Background: an optimization exercise with open tools, aiming at small area, a short achievable clock period and few clock cycles. Do not read the settings as production practice.
The RTL was checked by simulation tests, not by an equivalence proof against the original design.
Power and IR drop assume default switching activity.

`config.mk`:
```
export PLATFORM = sky130hd
export DESIGN_NAME = xm_bus_top
export DESIGN_NICKNAME = xm_bus_top
export VERILOG_FILES = /design/flow/design.v
export SDC_FILE = /design/flow/constraint.sdc
export NUM_CORES = 4
export LEC_CHECK = 0
export CAP_MARGIN = 20
export CORE_MARGIN = 2
export CORE_UTILIZATION = 45
export CTS_CLUSTER_DIAMETER = 100
export CTS_CLUSTER_SIZE = 25
export PLACE_DENSITY = 0.6
export SETUP_SLACK_MARGIN = 2.4
export SLEW_MARGIN = 20
export SYNTH_HIERARCHICAL = 1
export TNS_END_PERCENT = 20
```
`run.sh`:
```
#!/bin/bash
# synth_recipe.tcl (not shown) runs the flow's synth.tcl, then flattens the netlist and writes it again
# the make line also repeats each setting of config.mk as NAME=value (left out here)
make -C /OpenROAD-flow-scripts/flow DESIGN_CONFIG=/design/flow/config.mk WORK_HOME=/design/flow/orfs CLKGATE_MAP_FILE= SYNTH_SCRIPT=/design/flow/synth_recipe.tcl finish
```
`design.v`:
```
package xm_bus_pkg;
	localparam int word_bits = 16;
	localparam int byte_lanes = word_bits / 8;
	typedef enum logic {
		op_read,
		op_write
	} xm_op_e;
	typedef enum logic {
		size_byte,
		size_word
	} xm_size_e;
	typedef enum logic [1:0] {
		st_idle,
		st_read,
		st_write
	} bus_state_e;
	typedef struct packed {
		logic rd_en;
		logic wr_en;
		logic [word_bits-1:0] addr;
		logic [word_bits-1:0] wr_data;
		logic [byte_lanes-1:0] byte_en;
	} bus_req_t;
	typedef struct packed {
		logic done;  
		logic [word_bits-1:0] rd_data;  
	} bus_rsp_t;
endpackage
`timescale 1ns/1ps
module xm_bus_top #(
	parameter int WAIT_STATES = 2,
	parameter int TIMEOUT_CYCLES = 8,
	parameter int MEM_WORDS = 256
) (
	input logic clk,
	input logic reset,
	input logic en,
	input logic op,
	input logic size,
	input logic [15:0] addr,
	input logic [15:0] wr_data,
	output logic ready,
	output logic bad_addr,
	output logic rd_err,
	output logic wr_err,
	output logic [15:0] rd_data
);
	logic [15:0] mem [256];
	logic in_range;
	logic accept;
	logic wr_lo;
	logic wr_hi;
	assign ready = 1'b1;
	assign bad_addr = size & addr[0];
	req_ctl ctl_i (
		.reset(reset), .en(en), .op(op), .size(size), .addr_hi(addr[15:9]), .a0(addr[0]),
		.in_range(in_range), .accept(accept), .wr_lo(wr_lo), .wr_hi(wr_hi)
	);
	always_ff @(posedge clk) begin
		if (reset) begin
			rd_err <= 1'b0;
			wr_err <= 1'b0;
		end else if (accept) begin
			rd_err <= !op & !in_range;
			wr_err <= op & !in_range;
		end
	end
	logic [7:0] hi_data;
	logic [255:0] we_lo;
	logic [255:0] we_hi;
	assign hi_data = size ? wr_data[15:8] : wr_data[7:0];
	wr_decode wr_dec_i (.a(addr[8:1]), .wr_lo(wr_lo), .wr_hi(wr_hi), .we_lo(we_lo), .we_hi(we_hi));
	always_ff @(posedge clk) begin
		for (int w = 0; w < 256; w++) begin
			if (we_lo[w])
				mem[w][7:0] <= wr_data[7:0];
			if (we_hi[w])
				mem[w][15:8] <= hi_data;
		end
	end
	logic [255:0] rsel;
	logic [15:0] word;
	rd_decode rd_dec_i (.a(addr[8:1]), .sel(rsel));
	for (genvar b = 0; b < 16; b++) begin : g_rd
		logic [255:0] col;
		for (genvar w = 0; w < 256; w++) begin : g_col
			assign col[w] = mem[w][b];
		end
		rd_tree tree_i (.d(col), .s(rsel), .y(word[b]));
	end
	always_ff @(posedge clk) begin
		if (accept && !op) begin
			rd_data[7:0] <= addr[0] ? word[15:8] : word[7:0];
			rd_data[15:8] <= size ? word[15:8] : 8'h00;
		end
	end
endmodule
module req_ctl (
	input logic reset,
	input logic en,
	input logic op,
	input logic size,
	input logic [6:0] addr_hi,
	input logic a0,
	output logic in_range,
	output logic accept,
	output logic wr_lo,
	output logic wr_hi
);
	logic wr_ok;
	assign in_range = ~|addr_hi;
	assign accept = en & !(size & a0) & !reset;
	assign wr_ok = en & op & !reset & in_range;
	assign wr_lo = wr_ok & !a0;
	assign wr_hi = wr_ok & (size ^ a0);
endmodule
module dec2 (
	input logic [1:0] a,
	output logic [3:0] y
);
	assign y[0] = !a[1] & !a[0];
	assign y[1] = !a[1] & a[0];
	assign y[2] = a[1] & !a[0];
	assign y[3] = a[1] & a[0];
endmodule
module dec4_n (
	input logic [3:0] a,
	input logic en,
	output logic [15:0] y_n
);
	logic [3:0] p0;
	logic [3:0] p1;
	dec2 p0_i (.a(a[1:0]), .y(p0));
	dec2 p1_i (.a(a[3:2]), .y(p1));
	for (genvar i = 0; i < 16; i++) begin : g_y
		nand3_g u (.a({en, p1[i / 4], p0[i % 4]}), .y(y_n[i]));
	end
endmodule
module dec4n (
	input logic [3:0] a,
	output logic [15:0] y_n
);
	logic [3:0] p0;
	logic [3:0] p1;
	dec2 p0_i (.a(a[1:0]), .y(p0));
	dec2 p1_i (.a(a[3:2]), .y(p1));
	for (genvar i = 0; i < 16; i++) begin : g_y
		nand2_g u (.a({p1[i / 4], p0[i % 4]}), .y(y_n[i]));
	end
endmodule
module rd_decode (
	input logic [7:0] a,
	output logic [255:0] sel
);
	logic [15:0] hi_n;
	logic [15:0] lo_n;
	dec4n hi_i (.a(a[7:4]), .y_n(hi_n));
	dec4n lo_i (.a(a[3:0]), .y_n(lo_n));
	for (genvar w = 0; w < 256; w++) begin : g_w
		nor2_g u (.a({hi_n[w / 16], lo_n[w % 16]}), .y_n(sel[w]));
	end
endmodule
module wr_decode (
	input logic [7:0] a,
	input logic wr_lo,
	input logic wr_hi,
	output logic [255:0] we_lo,
	output logic [255:0] we_hi
);
	logic [15:0] hi_n;
	logic [15:0] lo_l_n;
	logic [15:0] lo_h_n;
	dec4n hi_i (.a(a[7:4]), .y_n(hi_n));
	dec4_n lo_l_i (.a(a[3:0]), .en(wr_lo), .y_n(lo_l_n));
	dec4_n lo_h_i (.a(a[3:0]), .en(wr_hi), .y_n(lo_h_n));
	for (genvar w = 0; w < 256; w++) begin : g_w
		nor2_g ul (.a({hi_n[w / 16], lo_l_n[w % 16]}), .y_n(we_lo[w]));
		nor2_g uh (.a({hi_n[w / 16], lo_h_n[w % 16]}), .y_n(we_hi[w]));
	end
endmodule
module rd_tree (
	input logic [255:0] d,
	input logic [255:0] s,
	output logic y
);
	logic [255:0] l1_n;
	logic [63:0] l2;
	logic [31:0] l3_n;
	logic [7:0] l4;
	logic [3:0] l5_n;
	for (genvar i = 0; i < 256; i++) begin : g_l1
		nand2_g u (.a({d[i], s[i]}), .y(l1_n[i]));
	end
	for (genvar i = 0; i < 64; i++) begin : g_l2
		nand4_g u (.a(l1_n[4*i+3:4*i]), .y(l2[i]));
	end
	for (genvar i = 0; i < 32; i++) begin : g_l3
		nor2_g u (.a(l2[2*i+1:2*i]), .y_n(l3_n[i]));
	end
	for (genvar i = 0; i < 8; i++) begin : g_l4
		nand4_g u (.a(l3_n[4*i+3:4*i]), .y(l4[i]));
	end
	for (genvar i = 0; i < 4; i++) begin : g_l5
		nor2_g u (.a(l4[2*i+1:2*i]), .y_n(l5_n[i]));
	end
	nand4_g u_l6 (.a(l5_n), .y(y));
endmodule
module nand2_g (
	input logic [1:0] a,
	output logic y
);
	assign y = ~&a;
endmodule
module nand3_g (
	input logic [2:0] a,
	output logic y
);
	assign y = ~&a;
endmodule
module nand4_g (
	input logic [3:0] a,
	output logic y
);
	assign y = ~&a;
endmodule
module nor2_g (
	input logic [1:0] a,
	output logic y_n
);
	assign y_n = ~|a;
endmodule
```
`constraint.sdc`:
```
create_clock -name core_clock -period 5.0 [get_ports {clk}]
set_input_delay 1.0000 -clock core_clock [delete_from_list [all_inputs] [get_ports {clk}]]
set_output_delay 1.0000 -clock core_clock [all_outputs]
set_load 0.01 [all_outputs]
```
==> flow_summary.json, run 1 <==
{
  "status": "no timing/DRC/antenna violations",
  "die_x_um": 586,
  "p_per_area_nw_per_um2": 320,
  "drt_iter0_drc": 14600,
  "row_count": 213,
  "hold_violations": 0,
  "grt_start_max_net_pins": 141,
  "synth.avg_cell_area_um2": 14.0,
  "path_common_cell": "nand4_1",
  "wirelength_um": 489000,
  "ir_drop_mv": 0.387,
  "yosys_warnings": 8,
  "path_cells": "buf_12, buf_8, and2_4, nand2_8, buf_12, nor2_4, buf_8, nand2_2, nand4_1, nor2_2, nand4_1, nor2_1, buf_4, nand4_1, mux2_4",
  "worstHoldEndpoint": "wr_err",
  "cts_tree": "done",
  "synth-seq-area-share_pct": 81.1,
  "p_leak_nw": 56.4,
  "synth_edf_count": 4112,
  "maxCapViolCount": 0,
  "grt_pass1_wl_um": 677000,
  "synthCells": 10900,
  "syn_to_final_growth_pct": 17.7,
  "fin_total_pwr_mw": 57.3,
  "clk_path_buf_depth": 4,
  "drc": 0,
  "worstSetupEndpointType": "register",
  "clock_skew_ps": 83.2,
  "r2r_start": "mem[122][11]",
  "routedWlPerCell_um": 29.3,
  "final-setup-viol-count": 0,
  "hold_buffers": 0,
  "die-area_um2": 343000,
  "synth_top_flop_cell": "edfxtp_1",
  "pin_count": 57,
  "r2r_end": "rd_data[3]",
  "ant_nets": 0,
  "synth-seq-cells": 4114,
  "path_delay_family": "simple AND/OR/NAND/NOR gates",
  "detailroute.via_count": 97900,
  "yosysMostFrequentCell": "nand2_1",
  "startpoint_type": "input port",
  "grt_pass1_vias": 91000,
  "gp_congestion": 0.946,
  "synth_top_area_share_pct": 81.1,
  "fin_tns_setup_ps": 0,
  "synth_top_cells_by_area": "edfxtp_1 (81%), nand2_1 (10%), nand4_1 (4.8%)",
  "grt_usage_pct": 27.8,
  "firstDrtPassIters": 8,
  "cts_root_buf": "clkbuf_16",
  "core_um2": 337000,
  "async_reset_ff_share_pct": 0,
  "antenna_found_initial": 25,
  "crit_type": "input port to register",
  "syn-num-nets": 10900,
  "start_util_pct": 45.2,
  "syn_area_um2": 152000,
  "max_stage_delay_ps": 480,
  "avgViaCountPerCell": 5.86,
  "regToRegSetupSlack_ps": 2500,
  "dp_hpwl_um": 308000,
  "critPathBufInv": 5,
  "ys_types": 28,
  "clk-insertion-delay-late_ps": 960,
  "relSlewSlack_pct": 22.2,
  "h-tree-depth": 4,
  "worst_slew_pin_slew_ps": 1170,
  "min_period_ps": 3130,
  "drive_above_1_share_pct": 18.0,
  "period_share_pct": 62.5,
  "cts.clk_slew.worst_paths_ps": 100,
  "hp-class": "input port to register",
  "fin_nets": 12200,
  "fin_hold_ws_ps": 308,
  "hold-path-cell-count": 2,
  "min_from": "reset",
  "synthTopCellsByCount": "nand2_1 (4144), edfxtp_1 (4112), nor2_1 (1355)",
  "io_buffers": 55,
  "crit_slowest_cell": "nand4_1",
  "grt_overflow": 0,
  "cp.arrival_ps": 3790,
  "die_h_um": 586,
  "rsz0062_at_grt": "yes",
  "cp.required_ps": 5670,
  "cts_buffers": 188,
  "cp_max_fo": 7,
  "yosys.area.top_type": "edfxtp_1",
  "max_clock_freq_ghz": 0.320,
  "clock_sinks": 4114,
  "drv_slew": 0,
  "r2r_cells": 8
}
-- worst max-delay path by stage --
| stage | depth (start not counted) | to | slack, ps | startpoint |
|---|---|---|---|---|
| floorplan | 4 | mem[101][0] | 1710 | addr[11] |
| finish | 15 | rd_data[3] | 1870 | addr[5] |
| global placement | 15 | rd_data[14] | -380 | addr[6] |
| CTS | 16 | rd_data[4] | 2050 | addr[6] |
| global route | 15 | rd_data[3] | 1860 | addr[5] |
| detailed placement | 15 | rd_data[14] | -400 | addr[6] |
-- per-module statistics from Yosys (local to each module, per instance), excerpt --
| module | cell area, um2 | cells | flip-flops and latches |
|---|---|---|---|
| nand2_g | 3.75 | 1 | 0 |
| nor2_g | 3.75 | 1 | 0 |
| nand3_g | 5.00 | 1 | 0 |
| nand4_g | 6.26 | 1 | 0 |
| xm_bus_top | 124000 | 4151 | 4114 |
| req_ctl | 71.3 | 9 | 0 |
-- final cells by class --
cell class,count,area (um2)
multi-input combinational,6774,33300
antenna,15,37.5
tap,4515,5650
timing repair buffer,1080,11800
clock buffer,192,4780
fill,27200,157000
clock inverter,11,148
sequential,4114,124000
-- layout by cell type (no fill, tap or decap), types with 19 or more instances in the layout --
| master | instances |
|---|---|
| buf_12 | 171 |
| buf_16 | 26 |
| buf_2 | 20 |
| buf_4 | 660 |
| buf_6 | 143 |
| buf_8 | 29 |
| clkbuf_16 | 194 |
| edfxtp_1 | 4112 |
| nand2_1 | 4062 |
| nand2_2 | 55 |
| nand3_2 | 19 |
| nand4_1 | 1168 |
| nor2_1 | 594 |
| nor2_2 | 410 |
| nor2_4 | 355 |
-- power breakdown --
part,switching [mW],internal (mW)
sequential,0.0129,38.0
combinational,1.58,0.506
clock,10.2,6.95
total,11.8,45.5
-- cells by family after synthesis --
| family | count (synthesis) | share of synthesized area [%] |
|---|---|---|
| simple gates | 6750 | 18.7 |
| flops | 4114 | 81.1 |
| buf+inv | 4 | 0.0230 |
| fa+ha+maj | 1 | 0.00822 |
| compound gates | 2 | 0.00657 |
| mux | 16 | 0.121 |
| other cells | 1 | 0.00246 |
-- metrics by stage --
step                setup WS (ps)  cells  cell area [um2]  util, %
detailed placement           -401  16100           165000     49.1
finish                       1870  16700           179000     53.2
floorplan                    1710  10900           152000        -
global route                 1860  16700           179000     53.2
CTS                          2050  16600           177000     52.6
global placement             -377  16100           165000     49.0
-- flip-flops by register name, indices dropped and copies added, names as in the netlist --
register and count:
wr_err 1, mem 4096, rd_data 16, rd_err 1
-- layer usage --
metal	wire [um]	global-route usage [%]	vias to the layer above
met5	111	0	-
met4	26500	13.0	18
met3	52800	5.18	863
met2	223000	42.8	5542
met1	186000	38.6	49400
li1	-	-	42100
-- repair_timing --
action | CTS | global route
pin swaps | 256 | 236
buffers inserted | 203 | 114
endpoints found under the setup margin | 4476 | 2879
gates resized for setup | 1282 | 342
gates cloned | 29 | 10
Testbench counts, summed over its fixed seeds: cycles 12,008.
==> run 2, diff against run 1 <==
--- a/design.v
+++ b/design.v
@@ -56,14 +56,16 @@
 		.reset(reset), .en(en), .op(op), .size(size), .addr_hi(addr[15:9]), .a0(addr[0]),
 		.in_range(in_range), .accept(accept), .wr_lo(wr_lo), .wr_hi(wr_hi)
 	);
+	logic [1:0] err_d;
+	hold_mux #(.W(2)) err_mux_i (
+		.load(accept | reset),
+		.d({op & !in_range & !reset, !op & !in_range & !reset}),
+		.q({wr_err, rd_err}),
+		.y(err_d)
+	);
 	always_ff @(posedge clk) begin
-		if (reset) begin
-			rd_err <= 1'b0;
-			wr_err <= 1'b0;
-		end else if (accept) begin
-			rd_err <= !op & !in_range;
-			wr_err <= op & !in_range;
-		end
+		rd_err <= err_d[0];
+		wr_err <= err_d[1];
 	end
 	logic [7:0] hi_data;
 	logic [255:0] we_lo;
@@ -88,12 +90,21 @@
 		end
 		rd_tree tree_i (.d(col), .s(rsel), .y(word[b]));
 	end
+	logic [15:0] word_q;
+	logic a0_q;
+	logic size_q;
+	logic [17:0] rd_d;
+	hold_mux #(.W(18)) rd_mux_i (
+		.load(accept & !op),
+		.d({size, addr[0], word}),
+		.q({size_q, a0_q, word_q}),
+		.y(rd_d)
+	);
 	always_ff @(posedge clk) begin
-		if (accept && !op) begin
-			rd_data[7:0] <= addr[0] ? word[15:8] : word[7:0];
-			rd_data[15:8] <= size ? word[15:8] : 8'h00;
-		end
-	end
+		{size_q, a0_q, word_q} <= rd_d;
+	end
+	assign rd_data[7:0] = a0_q ? word_q[15:8] : word_q[7:0];
+	assign rd_data[15:8] = size_q ? word_q[15:8] : 8'h00;
 endmodule
 module req_ctl (
 	input logic reset,
@@ -114,6 +125,16 @@
 	assign wr_lo = wr_ok & !a0;
 	assign wr_hi = wr_ok & (size ^ a0);
 endmodule
+module hold_mux #(
+	parameter int W = 1
+) (
+	input logic load,
+	input logic [W-1:0] d,
+	input logic [W-1:0] q,
+	output logic [W-1:0] y
+);
+	assign y = load ? d : q;
+endmodule
 module dec2 (
 	input logic [1:0] a,
 	output logic [3:0] y
==> run 2 against run 1 <==
Compared with the run above: register-to-register slack gained 160 ps; largest power group unchanged; global-route usage grew 0.68 points; synthesized cell count increased by 0.18%; cell count shrank 0.56%; power rose by 1.3%; sequential cell count is 2 higher; sequential power about the same; clock power is essentially flat; design area down 0.55%; via count shrank 0.30%; wire length rose by 1.6%; largest cell class unchanged; setup slack better by 130 ps.
==> flow_summary.json, run 2 <==
{
  "status": "no timing/DRC/antenna violations",
  "mostFrequentLayoutCells": "edfxtp_1 (4096), nand2_1 (4069), nand4_1 (1168)",
  "async_reset_ff_share_pct": 0,
  "synthCells": 10900,
  "final_common_cell": "edfxtp_1",
  "worstSetupEndpointType": "register",
  "min_period_ps": 3000,
  "ys_types": 24,
  "cts.clk_slew.worst_paths_ps": 100,
  "drive_above_1_share_pct": 17.2,
  "max_clock_freq_ghz": 0.333,
  "synth_top_flop_cell": "edfxtp_1",
  "ir_drop_mv": 0.280,
  "setup_slack_ps": 2000,
  "use_met2_pct": 43.2,
  "start_util_pct": 45.3,
  "regMostFlops": "mem",
  "die_x_um": 586,
  "p_leak_nw": 55.5,
  "path_delay_family": "simple AND/OR/NAND/NOR gates",
  "met3_usage_pct": 5.47,
  "nFillCells": 27800,
  "avgViaCountPerCell": 5.88,
  "fin_nets": 12100,
  "cp.arrival_ps": 3820,
  "die-area_um2": 343000,
  "gp_congestion": 0.923,
  "worst_slew_pin_slew_ps": 1130,
  "grt_pass1_wl_um": 691000,
  "relSlewSlack_pct": 24.6,
  "cp_max_fo": 16,
  "maxCapViolCount": 0,
  "synthTopCellsByCount": "nand2_1 (4144), edfxtp_1 (4096), nor2_1 (1355)",
  "firstDrtPassIters": 7,
  "rsz0062_at_grt": "yes",
  "clk-insertion-delay-late_ps": 940,
  "wirelength_um": 497000,
  "synth_top_cells_by_area": "edfxtp_1 (81%), nand2_1 (10%), nand4_1 (4.8%)",
  "max_stage_delay_ps": 450,
  "cts_buffers": 188,
  "detailroute.via_count": 97600,
  "critPathBufInv": 4,
  "placed_cell_area_um2": 164000,
  "crit_slowest_cell": "nand4_1",
  "met1_usage_pct": 40.4,
  "routedWlPerCell_um": 29.9,
  "synth-seq-cells": 4116,
  "period_share_pct": 60.0,
  "synth_top_area_share_pct": 80.7,
  "cts_root_buf": "clkbuf_16",
  "grt_usage_pct": 28.5,
  "core_um2": 337000,
  "hold_buffers": 0,
  "antenna_found_initial": 24,
  "synth.avg_cell_area_um2": 14.0,
  "yosys_warnings": 8,
  "drv_slew": 0,
  "final_cell_area_um2": 178000,
  "dp_hpwl_um": 316000,
  "yosys.area.top_type": "edfxtp_1",
  "syn_area_um2": 152000,
  "ff_latch_area_um2": 123000,
  "place_ws_ps": -433,
  "clock_sinks": 4116,
  "cts_tree": "done",
  "hp-class": "input port to register",
  "clock_skew_ps": 74.6,
  "clk_path_buf_depth": 4,
  "syn-num-nets": 10900,
  "grt_pass1_vias": 91300,
  "path_cells": "buf_6, buf_12, and2_4, buf_4, nand2_8, buf_12, nor2_2, nand2_1, nand4_1, nor2_4, nand4_1, nor2_4, nand4_1, mux2_4",
  "largest_reg_flops": 4096,
  "path_common_cell": "nand4_1",
  "syn_to_final_growth_pct": 16.9,
  "final-setup-viol-count": 0,
  "h-tree-depth": 4,
  "hold_violations": 0,
  "synth_edf_count": 4096,
  "crit_type": "input port to register",
  "p_per_area_nw_per_um2": 326,
  "drt_iter0_drc": 14300,
  "multi_input_comb_area_um2": 34200,
  "drc": 0,
  "grt-busiest-layer": "met2",
  "io_buffers": 55,
  "ant_nets": 0,
  "yosysMostFrequentCell": "nand2_1",
  "cp.required_ps": 5810,
  "synth-seq-area-share_pct": 80.9,
  "grt_overflow": 0,
  "die_h_um": 586,
  "startpoint_type": "input port",
  "grt_start_max_net_pins": 149,
  "row_count": 213,
  "pin_count": 57
}
-- run 2: metrics by stage --
step           total power [mW]  utilization, %  hold WS (ps)  std cells  setup TNS, ps
2_1_floorplan              39.5               -           458      10900              0
3_3_place_gp               41.0            48.6           464      16000          -3790
3_5_place_dp               41.1            48.7           476      16000          -3040
4_1_cts                    58.2            52.4           390      16500              0
5_1_grt                    59.4            52.9           419      16600              0
6_report                   58.0            52.9           424      16600              0
-- run 2: path summary, 6_finish.rpt --
| check | start | end | slack (ps) | cells after the start |
|---|---|---|---|---|
| setup / recovery | addr[7] | word_q[7] | 2000 | 14 |
| hold / removal | wr_data[1] | mem[195][1] | 420 | 1 |
| setup reg to reg | mem[58][11] | word_q[11] | 2660 | 7 |
| hold reg to reg | wr_err | wr_err | 490 | 1 |
-- run 2: logic make-up after synthesis --
kind of cell | after synthesis | synth area share [%]
simple gates | 6749 | 18.7
flops | 4116 | 80.9
mux | 36 | 0.330
buf+inv | 5 | 0.0402
fa+ha+maj | 1 | 0.00821
other cells | 1 | 0.00246
-- run 2: routing by layer --
layer,vias to the layer above,part of all wire [%]
met5,-,0.017
met4,14,4.8
met3,823,11
met2,5481,45
met1,49500,39
li1,41800,-
-- run 2: final cells by class --
| type | instances | area share (%) |
|---|---|---|
| clock buffer | 235 | 2.79 |
| tap | 4515 | 3.17 |
| timing repair buffer | 927 | 5.54 |
| clock inverter | 12 | 0.0758 |
| antenna | 12 | 0.0168 |
| multi-input combinational | 6791 | 19.2 |
| sequential | 4116 | 69.3 |
-- run 2: where the power goes --
| group | switching [mW] | internal, mW | total (mW) |
|---|---|---|---|
| combinational | 1.73 | 0.650 | 2.38 |
| sequential | 0.171 | 38.1 | 38.3 |
| clock | 10.3 | 7.07 | 17.4 |
| total | 12.2 | 45.8 | 58.0 |
-- run 2: per-module statistics from Yosys (local to each module, per instance), excerpt --
module / cells inside / flops+latches / times used / area (um2)
nand3_g: 1 / 0 / 32 / 5.00
nor2_g: 1 / 0 / 1344 / 3.75
xm_bus_top: 4149 / 4116 / 1 / 124000
req_ctl: 9 / 0 / 1 / 71.3
nand2_g: 1 / 0 / 4144 / 3.75
nand4_g: 1 / 0 / 1168 / 6.26
dec2: 4 / 0 / 10 / 26.3
-- run 2: timing repair --
| action | 4_1_cts | 5_1_grt |
|---|---|---|
| gates resized for setup | 1455 | 302 |
| pin swaps | 292 | 162 |
| setup endpoints to repair | 4288 | 3741 |
| buffers inserted | 199 | 75 |
| cloned | 33 | 5 |
Testbench counts of run 2, summed over its fixed seeds: cycles 12,008.
==> run 3, diff against run 2 <==
--- a/config.mk
+++ b/config.mk
@@ -7,11 +7,11 @@
 export LEC_CHECK = 0
 export CAP_MARGIN = 20
 export CORE_MARGIN = 2
-export CORE_UTILIZATION = 45
+export CORE_UTILIZATION = 55
 export CTS_CLUSTER_DIAMETER = 100
 export CTS_CLUSTER_SIZE = 25
-export PLACE_DENSITY = 0.6
-export SETUP_SLACK_MARGIN = 2.4
+export PLACE_DENSITY = 0.66
+export SETUP_SLACK_MARGIN = 2.2
 export SLEW_MARGIN = 20
 export SYNTH_HIERARCHICAL = 1
 export TNS_END_PERCENT = 20
==> run 3 against run 2 <==
Compared with the run above: cell count is 5.7% lower; wire length shrank 6.2%; design area decreased by 2.6%; largest power group unchanged; critical path type unchanged; core utilization grew 10 points; sequential share of layout area up 1.9 points.
==> flow_summary.json, run 3 <==
{
  "status": "no timing/DRC/antenna violations",
  "yosys.area.top_type": "edfxtp_1",
  "fin_nets": 11900,
  "synth-seq-cells": 4116,
  "syn-num-nets": 10900,
  "synth-seq-area-share_pct": 80.9,
  "syn_area_um2": 152000,
  "worstSetupEndpointType": "register",
  "ys_types": 24,
  "place_ws_ps": -317,
  "hold_buffers": 0,
  "min_from": "wr_data[0]",
  "grt_pass1_vias": 90100,
  "synth_fa_ha_area_share_pct": 0.00821,
  "synth.avg_cell_area_um2": 14.0,
  "p_leak_nw": 54.1,
  "maxCapViolCount": 0,
  "worstHoldEndpoint": "mem[201][0]",
  "grt_usage_pct": 32.9,
  "hold-path-cell-count": 1,
  "die_x_um": 530,
  "gp_congestion": 0.931,
  "die_h_um": 530,
  "synth_top_family_by_area": "simple AND/OR/NAND/NOR gates",
  "avgViaCountPerCell": 6.19,
  "cts.clk_slew.worst_paths_ps": 90,
  "drc": 0,
  "crit_type": "input port to register",
  "clock_skew_ps": 61.8,
  "drt_iter0_drc": 14800,
  "p_per_area_nw_per_um2": 333,
  "wirelength_um": 466000,
  "synthXorXnorAreaFrac_pct": 0,
  "clock_sinks": 4116,
  "mostFrequentLayoutCells": "nand2_1 (4108), edfxtp_1 (4096), nand4_1 (1168)",
  "drv_slew": 0,
  "die-area_um2": 281000,
  "rsz0062_at_grt": "yes",
  "yosys_warnings": 8,
  "io_buffers": 55,
  "h-tree-depth": 4,
  "nFillCells": 20200,
  "startpoint_type": "input port",
  "muxShareOfSynthArea_pct": 0.330,
  "routedWlPerCell_um": 29.8,
  "r2r_cells": 8,
  "clk-insertion-delay-late_ps": 930,
  "relSlewSlack_pct": 24.1,
  "multi_input_comb_area_um2": 32700,
  "synthSimpleGateAreaFrac_pct": 18.7,
  "ant_nets": 0,
  "yosysMostFrequentCell": "nand2_1",
  "grt_overflow": 0,
  "final_cells": 15700,
  "fin_hold_ws_ps": 462,
  "fin_tns_setup_ps": 0,
  "largest_reg_flops": 4096,
  "drive_above_1_share_pct": 14.8,
  "synth_top_cells_by_area": "edfxtp_1 (81%), nand2_1 (10%), nand4_1 (4.8%)",
  "period_share_pct": 61.8,
  "max_clock_freq_ghz": 0.324,
  "cp.arrival_ps": 3610,
  "synth_compound_area_share_pct": 0,
  "final-setup-viol-count": 0,
  "synth_edf_count": 4096,
  "dp_hpwl_um": 300000,
  "synth_top_area_share_pct": 80.7,
  "worst_slew_pin_slew_ps": 1140,
  "hold_violations": 0,
  "synthCells": 10900,
  "clk_path_buf_depth": 4,
  "cts_root_buf": "clkbuf_16",
  "start_util_pct": 55.2,
  "cts_tree": "done",
  "synthTopCellsByCount": "nand2_1 (4144), edfxtp_1 (4096), nor2_1 (1355)",
  "detailroute.via_count": 97000,
  "antenna_found_initial": 23,
  "r2r_start": "mem[162][8]",
  "setup_slack_ps": 1910,
  "synth_top_flop_cell": "edfxtp_1",
  "ff_latch_area_um2": 123000,
  "async_reset_ff_share_pct": 0,
  "hp-class": "input port to register",
  "cp_max_fo": 13,
  "core_um2": 276000,
  "regToRegSetupSlack_ps": 2540,
  "ir_drop_mv": 0.384,
  "r2r_end": "word_q[8]",
  "grt_start_max_net_pins": 153,
  "firstDrtPassIters": 6,
  "syn_to_final_growth_pct": 13.8,
  "placed_cells": 15300,
  "final_common_cell": "nand2_1",
  "min_period_ps": 3090,
  "grt_pass1_wl_um": 656000,
  "cts_buffers": 187,
  "pin_count": 57,
  "cp.required_ps": 5520,
  "row_count": 193,
  "regMostFlops": "mem"
}
-- run 3: report_power, final --
part           internal [mW]  switching (mW)
sequential              38.1           0.233
combinational          0.589            1.59
clock                   7.04            10.3
total                   45.7            12.1
-- run 3: what timing repair did --
action / in CTS / in global routing
hold endpoints to repair: 0 / 0
pin swaps: 124 / 3
cloned: 16 / 0
endpoints found under the setup margin: 3261 / 3397
setup buffers: 101 / 4
resized for setup: 968 / 238
-- run 3: final cells by class --
type / instances / area share (%)
antenna: 10 / 0.0144
multi-input combinational: 6787 / 18.8
tap: 3705 / 2.67
timing repair buffer: 792 / 4.42
clock buffer: 233 / 2.85
sequential: 4116 / 71.1
clock inverter: 13 / 0.0880
-- run 3: Yosys stat by module, one instance, submodules excluded, a selection --
module      flops+latches  cells  area [um2]  times used
nand2_g                 0      1        3.75        4144
req_ctl                 0      9        71.3           1
dec2                    0      4        26.3          10
xm_bus_top           4116   4149      124000           1
nor2_g                  0      1        3.75        1344
nand3_g                 0      1        5.00          32
nand4_g                 0      1        6.26        1168
-- run 3: kinds of logic (layout without fill, tap and decap cells) --
family	Yosys count	count (layout)
other	1	11
and+or+nand+nor	6749	6749
muxes	36	36
adders and majority gates	1	1
buffers and inverters	5	1038
DFF	4116	4116
-- run 3: through the flow --
step	power, mW	cell area, um2	utilization (%)
2_1_floorplan	39.5	153000	-
3_3_place_gp	41.0	163000	59.1
3_5_place_dp	41.0	163000	59.1
4_1_cts	57.8	173000	62.5
5_1_grt	59.0	174000	62.9
6_report	57.8	174000	62.9
-- run 3: worst max-delay path, cell delays in order --
cell	delay, ps
clkdlybuf4s50_1	400
or4_4	590
nor3_4	230
buf_12	160
nand3_2	90
buf_4	370
nor2_1	740
-- run 3: how the worst max path moves through the flow --
stage               startpoint           end  slack [ps]  cells past startpoint
floorplan             addr[11]   mem[101][0]        1710                      4
global placement       addr[2]     word_q[8]        -460                     13
detailed placement     addr[2]    word_q[14]        -320                     15
CTS                   addr[11]    mem[32][9]        1960                      8
global route          addr[11]  mem[190][12]        1940                      8
finish                addr[11]   mem[57][12]        1910                      7
-- run 3: per-layer routing --
layer | wire length, um | GRT usage (%)
met5 | 35 | 0
met1 | 175000 | 46.6
met2 | 213000 | 50.0
met4 | 23100 | 14.5
met3 | 55400 | 6.25
==> run 4, diff against run 3 <==
--- a/design.v
+++ b/design.v
@@ -91,20 +91,21 @@
 		rd_tree tree_i (.d(col), .s(rsel), .y(word[b]));
 	end
 	logic [15:0] word_q;
-	logic a0_q;
+	logic sel_lo_q;
+	logic sel_hi_q;
 	logic size_q;
-	logic [17:0] rd_d;
-	hold_mux #(.W(18)) rd_mux_i (
+	logic [18:0] rd_d;
+	hold_mux #(.W(19)) rd_mux_i (
 		.load(accept & !op),
-		.d({size, addr[0], word}),
-		.q({size_q, a0_q, word_q}),
+		.d({size, addr[0], !addr[0], word}),
+		.q({size_q, sel_hi_q, sel_lo_q, word_q}),
 		.y(rd_d)
 	);
 	always_ff @(posedge clk) begin
-		{size_q, a0_q, word_q} <= rd_d;
-	end
-	assign rd_data[7:0] = a0_q ? word_q[15:8] : word_q[7:0];
-	assign rd_data[15:8] = size_q ? word_q[15:8] : 8'h00;
+		{size_q, sel_hi_q, sel_lo_q, word_q} <= rd_d;
+	end
+	assign rd_data[7:0] = (word_q[7:0] & {8{sel_lo_q}}) | (word_q[15:8] & {8{sel_hi_q}});
+	assign rd_data[15:8] = word_q[15:8] & {8{size_q}};
 endmodule
 module req_ctl (
 	input logic reset,
==> run 4 against run 3 <==
Compared with the run above: still clean; cell count increased by 0.39%; design area increased by 0.10%; via count increased by 0.79%; synthesized area about the same; die area about the same; global-route usage increased by 0.34 points; sequential cell count increased by 1; clock-buffer cell count decreased by 6; highest routed layer unchanged.
==> flow_summary.json, run 4 <==
{
  "status": "no timing/DRC/antenna violations",
  "antenna_found_initial": 25,
  "hold_violations": 0,
  "muxShareOfSynthArea_pct": 0.259,
  "r2r_start": "mem[47][8]",
  "start_util_pct": 55.2,
  "crit_type": "input port to register",
  "ant_nets": 0,
  "max_clock_freq_ghz": 0.323,
  "die_h_um": 530,
  "cp.arrival_ps": 3610,
  "period_share_pct": 61.9,
  "min_from": "wr_data[1]",
  "drt_iter0_drc": 15700,
  "cp_max_fo": 16,
  "yosys_warnings": 8,
  "cts_buffers": 192,
  "maxCapViolCount": 0,
  "drc": 0,
  "syn_to_final_growth_pct": 14.0,
  "worst_slew_pin_slew_ps": 1380,
  "clk_path_buf_depth": 4,
  "rsz0062_at_grt": "yes",
  "worstSetupEndpointType": "register",
  "grt_pass1_vias": 90100,
  "hold-path-cell-count": 1,
  "p_leak_nw": 54.5,
  "min_period_ps": 3100,
  "hp-class": "input port to register",
  "pwr-share-seq_pct": 66.2,
  "routedWlPerCell_um": 30.0,
  "avgViaCountPerCell": 6.22,
  "fin_hold_ws_ps": 455,
  "drv_slew": 0,
  "syn-num-nets": 11000,
  "synthXorXnorAreaFrac_pct": 0,
  "pin_count": 57,
  "synth-seq-cells": 4117,
  "firstDrtPassIters": 8,
  "regToRegSetupSlack_ps": 2620,
  "synth-seq-area-share_pct": 81.0,
  "synth_top_area_share_pct": 80.7,
  "die-area_um2": 281000,
  "synth.avg_cell_area_um2": 14.0,
  "r2r_cells": 8,
  "syn_area_um2": 152000,
  "startpoint_type": "input port",
  "clock_sinks": 4117,
  "gp_congestion": 0.979,
  "p_int_mw": 45.8,
  "cts_root_buf": "clkbuf_16",
  "drive_above_1_share_pct": 14.4,
  "p_per_area_nw_per_um2": 333,
  "yosys.area.top_type": "edfxtp_1",
  "synthTopCellsByCount": "nand2_1 (4144), edfxtp_1 (4096), nor2_1 (1355)",
  "dp_hpwl_um": 301000,
  "cp-startpoint": "addr[11]",
  "fin_nets": 12000,
  "final_cell_area_um2": 174000,
  "ys_types": 27,
  "synth_top_flop_cell": "edfxtp_1",
  "ir_drop_mv": 0.309,
  "largest_reg_flops": 4096,
  "clk-insertion-delay-late_ps": 920,
  "synth_top_family_by_area": "simple AND/OR/NAND/NOR gates",
  "synth_top_cells_by_area": "edfxtp_1 (81%), nand2_1 (10%), nand4_1 (4.8%)",
  "combPwrFrac_pct": 3.7,
  "synth_compound_area_share_pct": 0.0460,
  "cts.clk_slew.worst_paths_ps": 90,
  "regMostFlops": "mem",
  "synth_fa_ha_area_share_pct": 0.00821,
  "placed_cell_area_um2": 163000,
  "mostFrequentLayoutCells": "nand2_1 (4101), edfxtp_1 (4096), nand4_1 (1168)",
  "clock_skew_ps": 48.7,
  "row_count": 193,
  "yosysMostFrequentCell": "nand2_1",
  "power_frac_clock_pct": 30.2,
  "synthSimpleGateAreaFrac_pct": 18.7,
  "grt_overflow": 0,
  "switching_share_pct": 20.7,
  "async_reset_ff_share_pct": 0,
  "cts_tree": "done",
  "final-setup-viol-count": 0,
  "r2r_end": "word_q[8]",
  "wirelength_um": 472000,
  "core_um2": 276000,
  "synth_edf_count": 4096,
  "detailroute.via_count": 97700,
  "h-tree-depth": 4,
  "die_x_um": 530,
  "final_common_cell": "nand2_1",
  "grt_start_max_net_pins": 132,
  "grt_usage_pct": 33.2,
  "switching_power_mw": 12.0,
  "io_buffers": 55,
  "grt_pass1_wl_um": 661000,
  "worstHoldEndpoint": "mem[211][1]",
  "relSlewSlack_pct": 7.70,
  "nFillCells": 20000,
  "cp.required_ps": 5520,
  "synthCells": 10900
}
-- run 4: cell types whose count changed in the layout (fill, tap and decap cells not counted), sizes merged, moves of 4 or more --
cell           delta
clkinv            -6
buf              +56
diode             +4
clkbuf            -4
clkdlybuf4s15     +4
inv               +4
mux2              -7
a22o              +8
-- run 4: worst max-delay path by stage --
stage | slack (ps) | depth (start not counted) | endpoint
after floorplan | 1710 | 4 | mem[101][0]
after global placement | -330 | 12 | word_q[13]
after detailed placement | -310 | 12 | word_q[13]
after CTS | 1940 | 7 | mem[83][1]
after global routing | 1940 | 18 | word_q[12]
final | 1900 | 7 | mem[195][8]
-- run 4: per-module statistics from Yosys (local to each module, per instance), a selection --
| module | cells | copies in the design | flip-flops and latches |
|---|---|---|---|
| xm_bus_top | 4152 | 1 | 4117 |
| req_ctl | 9 | 1 | 0 |
| dec2 | 4 | 10 | 0 |
| nand4_g | 1 | 1168 | 0 |
| nand3_g | 1 | 32 | 0 |
| nand2_g | 1 | 4144 | 0 |
| nor2_g | 1 | 1344 | 0 |
-- run 4: cell type report --
| cell class | instances | area [um2] | share of cell area, % |
|---|---|---|---|
| Clock inverter | 11 | 186 | 0.107 |
| Multi-Input combinational cell | 6790 | 32300 | 18.6 |
| Timing Repair Buffer | 852 | 8150 | 4.69 |
| Sequential cell | 4117 | 123000 | 71.1 |
| Antenna cell | 14 | 35.0 | 0.0202 |
| Tap cell | 3705 | 4640 | 2.67 |
| Inverter | 1 | 3.75 | 0.00216 |
| Clock buffer | 227 | 4960 | 2.85 |
-- run 4: per-stage QoR --
| step | power (mW) | cells | setup WS, ps | TNS [ps] | utilization [%] |
|---|---|---|---|---|---|
| floorplan | 39.5 | 10900 | 1710 | 0 | - |
| global placement | 40.8 | 15300 | -330 | -1890 | 59.0 |
| detailed placement | 40.9 | 15300 | -306 | -1320 | 59.1 |
| CTS | 57.8 | 15700 | 1940 | 0 | 62.5 |
| global route | 59.0 | 15700 | 1940 | 0 | 62.9 |
| finish | 57.8 | 15700 | 1900 | 0 | 62.9 |
-- run 4: kinds of logic after synthesis --
| kind of cell | after synthesis |
|---|---|
| simple gates | 6749 |
| flops | 4117 |
| mux | 29 |
| compound gates | 8 |
| buf+inv | 7 |
| fa+ha+maj | 1 |
| other cells | 1 |
-- run 4: power by group through the flow --
| stage | registers [mW] | logic, mW | clock network (mW) |
|---|---|---|---|
| finish | 38.2 | 2.12 | 17.4 |
| global route | 38.2 | 2.16 | 18.6 |
| CTS | 38.2 | 2.05 | 17.6 |
| detailed placement | 39.0 | 1.89 | 0 |
| global placement | 39.0 | 1.85 | 0 |
| floorplan | 38.9 | 0.567 | 0 |
-- run 4: what timing repair did --
item	4_1_cts	5_1_grt
cloned	22	3
pin swaps	175	47
resized for setup	843	260
setup endpoints to repair	2731	3018
buffers inserted	148	30
hold buffers	0	0
-- run 4: per-layer routing --
metal	vias to the layer above	share of wire [%]	track usage, %	wire length, um
li1	41600	-	-	-
met1	48800	37	46.5	174000
met2	6355	45	49.7	212000
met3	932	13	7.39	60100
met4	20	5.4	16.0	25700
met5	-	0.031	0	147
-- run 4: worst max-delay path, cell delays in order --
cell	delay [ps]
clkdlybuf4s50_1	400
or4_4	580
nor3_4	130
buf_4	320
nand3_2	140
buf_4	270
nor2_1	730
Testbench counts of run 4, summed over its fixed seeds: cycles 12,008.
==> run 5, diff against run 4 <==
--- a/config.mk
+++ b/config.mk
@@ -7,11 +7,11 @@
 export LEC_CHECK = 0
 export CAP_MARGIN = 20
 export CORE_MARGIN = 2
-export CORE_UTILIZATION = 55
+export CORE_UTILIZATION = 45
 export CTS_CLUSTER_DIAMETER = 100
 export CTS_CLUSTER_SIZE = 25
-export PLACE_DENSITY = 0.66
-export SETUP_SLACK_MARGIN = 2.2
+export PLACE_DENSITY = 0.6
+export SETUP_SLACK_MARGIN = 2.4
 export SLEW_MARGIN = 20
 export SYNTH_HIERARCHICAL = 1
 export TNS_END_PERCENT = 20
==> run 5 against run 4 <==
Compared with the run above: combinational power rose by 5%; clock power barely moved; clock-buffer cell count rose by 28; cell count rose by 5.1%; maximum frequency rose by 4.0%; design area rose by 2.6%; synthesized cell count did not move; first-iteration DRC count fell by 8.0%; via count fell by 0.79%; critical endpoint is now word_q[5].
==> flow_summary.json, run 5 <==
{
  "status": "no timing/DRC/antenna violations",
  "antenna_found_initial": 21,
  "ff_latch_area_um2": 123000,
  "syn_to_final_growth_pct": 16.9,
  "yosys_warnings": 8,
  "fin_total_pwr_mw": 58.1,
  "regToRegSetupSlack_ps": 2680,
  "p_int_mw": 45.8,
  "gp_congestion": 0.921,
  "p_per_area_nw_per_um2": 326,
  "grt_pass1_wl_um": 684000,
  "async_reset_ff_share_pct": 0,
  "synth_edf_count": 4096,
  "power_frac_clock_pct": 30.2,
  "routedWlPerCell_um": 29.8,
  "maxCapViolCount": 0,
  "r2r_start": "mem[173][6]",
  "pwr-share-seq_pct": 66.0,
  "drive_above_1_share_pct": 17.1,
  "die_h_um": 586,
  "synth.avg_cell_area_um2": 14.0,
  "synthTopCellsByCount": "nand2_1 (4144), edfxtp_1 (4096), nor2_1 (1355)",
  "cp.arrival_ps": 3820,
  "largest_reg_flops": 4096,
  "io_buffers": 55,
  "worstHoldEndpoint": "sel_hi_q",
  "final-setup-viol-count": 0,
  "clk_path_buf_depth": 4,
  "yosys.area.top_type": "edfxtp_1",
  "pin_count": 57,
  "switching_power_mw": 12.3,
  "clock_skew_ps": 66.7,
  "synth-seq-area-share_pct": 81.0,
  "synth_top_cells_by_area": "edfxtp_1 (81%), nand2_1 (10%), nand4_1 (4.8%)",
  "cp.required_ps": 5850,
  "cts_buffers": 188,
  "r2r_end": "word_q[6]",
  "avgViaCountPerCell": 5.87,
  "setup_slack_ps": 2020,
  "row_count": 213,
  "switching_share_pct": 21.1,
  "mostFrequentLayoutCells": "edfxtp_1 (4096), nand2_1 (4087), nand4_1 (1168)",
  "drt_iter0_drc": 14500,
  "ys_types": 27,
  "syn_area_um2": 152000,
  "worstSetupEndpointType": "register",
  "core_um2": 337000,
  "min_period_ps": 2980,
  "max_clock_freq_ghz": 0.336,
  "multi_input_comb_area_um2": 34700,
  "r2r_cells": 7,
  "synth-seq-cells": 4117,
  "ant_nets": 0,
  "synth_top_area_share_pct": 80.7,
  "hold_violations": 0,
  "cts.clk_slew.worst_paths_ps": 100,
  "regMostFlops": "mem",
  "h-tree-depth": 4,
  "min_from": "addr[0]",
  "syn-num-nets": 11000,
  "grt_start_max_net_pins": 138,
  "die_x_um": 586,
  "fin_hold_ws_ps": 372,
  "relSlewSlack_pct": 18.5,
  "period_share_pct": 59.5,
  "ir_drop_mv": 0.292,
  "grt_overflow": 0,
  "cts_root_buf": "clkbuf_16",
  "fin_nets": 12000,
  "clock_sinks": 4117,
  "place_ws_ps": -585,
  "synth_top_flop_cell": "edfxtp_1",
  "cts_tree": "done",
  "yosysMostFrequentCell": "nand2_1",
  "post-route-util_pct": 52.9,
  "crit_type": "input port to register",
  "firstDrtPassIters": 6,
  "startpoint_type": "input port",
  "grt_usage_pct": 28.2,
  "drc": 0,
  "combPwrFrac_pct": 3.8,
  "rsz0062_at_grt": "yes",
  "grt_pass1_vias": 90100,
  "synthCells": 10900,
  "p_leak_nw": 55.0,
  "nFillCells": 27600,
  "cp_max_fo": 9,
  "start_util_pct": 45.3,
  "hold-path-cell-count": 2,
  "drv_slew": 0,
  "fin_tns_setup_ps": 0,
  "detailroute.via_count": 97000,
  "clk-insertion-delay-late_ps": 960,
  "dp_hpwl_um": 310000,
  "die-area_um2": 343000,
  "final_common_cell": "edfxtp_1",
  "wirelength_um": 493000,
  "worst_slew_pin_slew_ps": 1220,
  "hp-class": "input port to register"
}
[run 5: what timing repair did]
action                     4_1_cts  5_1_grt
setup endpoints to repair     4131     2889
hold endpoints to repair         0        0
hold buffers                     0        0
gates resized for setup       1686      183
pin swaps                      319       99
setup buffers                  202       41
gates cloned                    36        2
[run 5: modules after synthesis (local to each module, per instance), excerpt]
module | copies in the design | cell area, um2 | flip-flops and latches | cells inside
nand3_g | 32 | 5.00 | 0 | 1
nand4_g | 1168 | 6.26 | 0 | 1
nor2_g | 1344 | 3.75 | 0 | 1
xm_bus_top | 1 | 124000 | 4117 | 4152
nand2_g | 4144 | 3.75 | 0 | 1
dec2 | 10 | 26.3 | 0 | 4
[run 5: cell families after synthesis]
logic type / Yosys count / synth area share [%]
mux: 29 / 0.259
simple gates: 6749 / 18.7
other cells: 1 / 0.00246
flops: 4117 / 81.0
buf+inv: 7 / 0.0419
compound gates: 8 / 0.0460
fa+ha+maj: 1 / 0.00821
[run 5: cell type report]
class | instances | area share, %
diodes | 14 | 0.0197
clock buffers | 255 | 2.84
clock inverters | 10 | 0.0716
inverters | 1 | 0.00211
multi-input cells | 6790 | 19.5
flip-flops and latches | 4117 | 69.3
well taps | 4515 | 3.17
repair buffers | 814 | 5.14
[run 5: power by group through the flow]
stage | sequential, mW | clock (mW) | combinational, mW
6_report | 38.3 | 17.5 | 2.23
5_1_grt | 38.3 | 18.8 | 2.30
4_1_cts | 38.3 | 17.7 | 2.18
3_5_place_dp | 39.1 | 0 | 1.91
3_3_place_gp | 39.1 | 0 | 1.87
2_1_floorplan | 38.9 | 0 | 0.567
[run 5: how the worst max path moves through the flow]
stage / depth (start not counted) / start / endpoint
after floorplan: 4 / addr[11] / mem[101][0]
after global placement: 12 / addr[6] / word_q[6]
after detailed placement: 12 / addr[6] / word_q[11]
after CTS: 2 / word_q[6] / rd_data[6]
after global routing: 13 / addr[7] / word_q[5]
final: 13 / addr[7] / word_q[5]
[run 5: per-stage QoR]
| stage | cells | cell area [um2] |
|---|---|---|
| floorplan | 10900 | 153000 |
| global placement | 16000 | 163000 |
| detailed placement | 16000 | 163000 |
| CTS | 16500 | 177000 |
| global route | 16500 | 178000 |
| finish | 16500 | 178000 |
[run 5: critical path, cell delays in order]
cell	delay, ps
buf_8	130
and2b_4	230
nand2_4	180
buf_12	210
nor2_2	150
buf_4	210
nand2_1	90
nand4_1	160
nor2_4	170
nand4_1	490
nor2_1	340
nand4_1	130
mux2_4	270
[run 5: routing by layer]
metal,vias to the layer above,track usage [%],share of wire (%)
met5,-,0,0.070
met2,5238,43.5,46
met1,49200,39.2,39
met3,807,4.95,10
li1,41700,-,-
met4,14,13.3,5.5

[static timing again, ports no longer ideal]
In the flow no input, the clock included, has a driving cell. The finished layouts below were timed again as built, in two steps.
Step 1 (the two cells are an assumption about what drives the block):
set clk [get_ports {clk}]
set_driving_cell -lib_cell sky130_fd_sc_hd__clkbuf_16 $clk
set_driving_cell -lib_cell sky130_fd_sc_hd__buf_2 [delete_from_list [all_inputs] $clk]
Step 2 moves the port delays by t, midway between the first and last clock arrival at a register: inputs arrive t later, outputs are due t later. That takes back most of the time a late clock gives input paths.
a / b / c = no drivers / after step 1 / after step 2; a / b = the first two.
run | shift t [ns] | setup slack, ns | hold slack, ns | worst setup path at the end
run 1 | 1.023 | 1.873 / 1.858 / 0.835 | 0.308 / 0.233 / 0.514 | input to register
run 2 | 1.003 | 1.998 / 1.946 / 0.943 | 0.424 / 0.374 / 0.493 | input to register
run 3 | 1.002 | 1.910 / 1.881 / 0.879 | 0.462 / 0.408 / 0.496 | input to register
run 4 | 1.007 | 1.905 / 1.868 / 0.861 | 0.455 / 0.387 / 0.489 | input to register
run 5 | 1.030 | 2.023 / 1.894 / 0.864 | 0.372 / 0.293 / 0.511 | input to register
After both steps setup and hold are still met in every run listed. The setup slack of run 5, which loses most, moves by -0.129 ns with the drivers and by -1.159 ns with both steps.
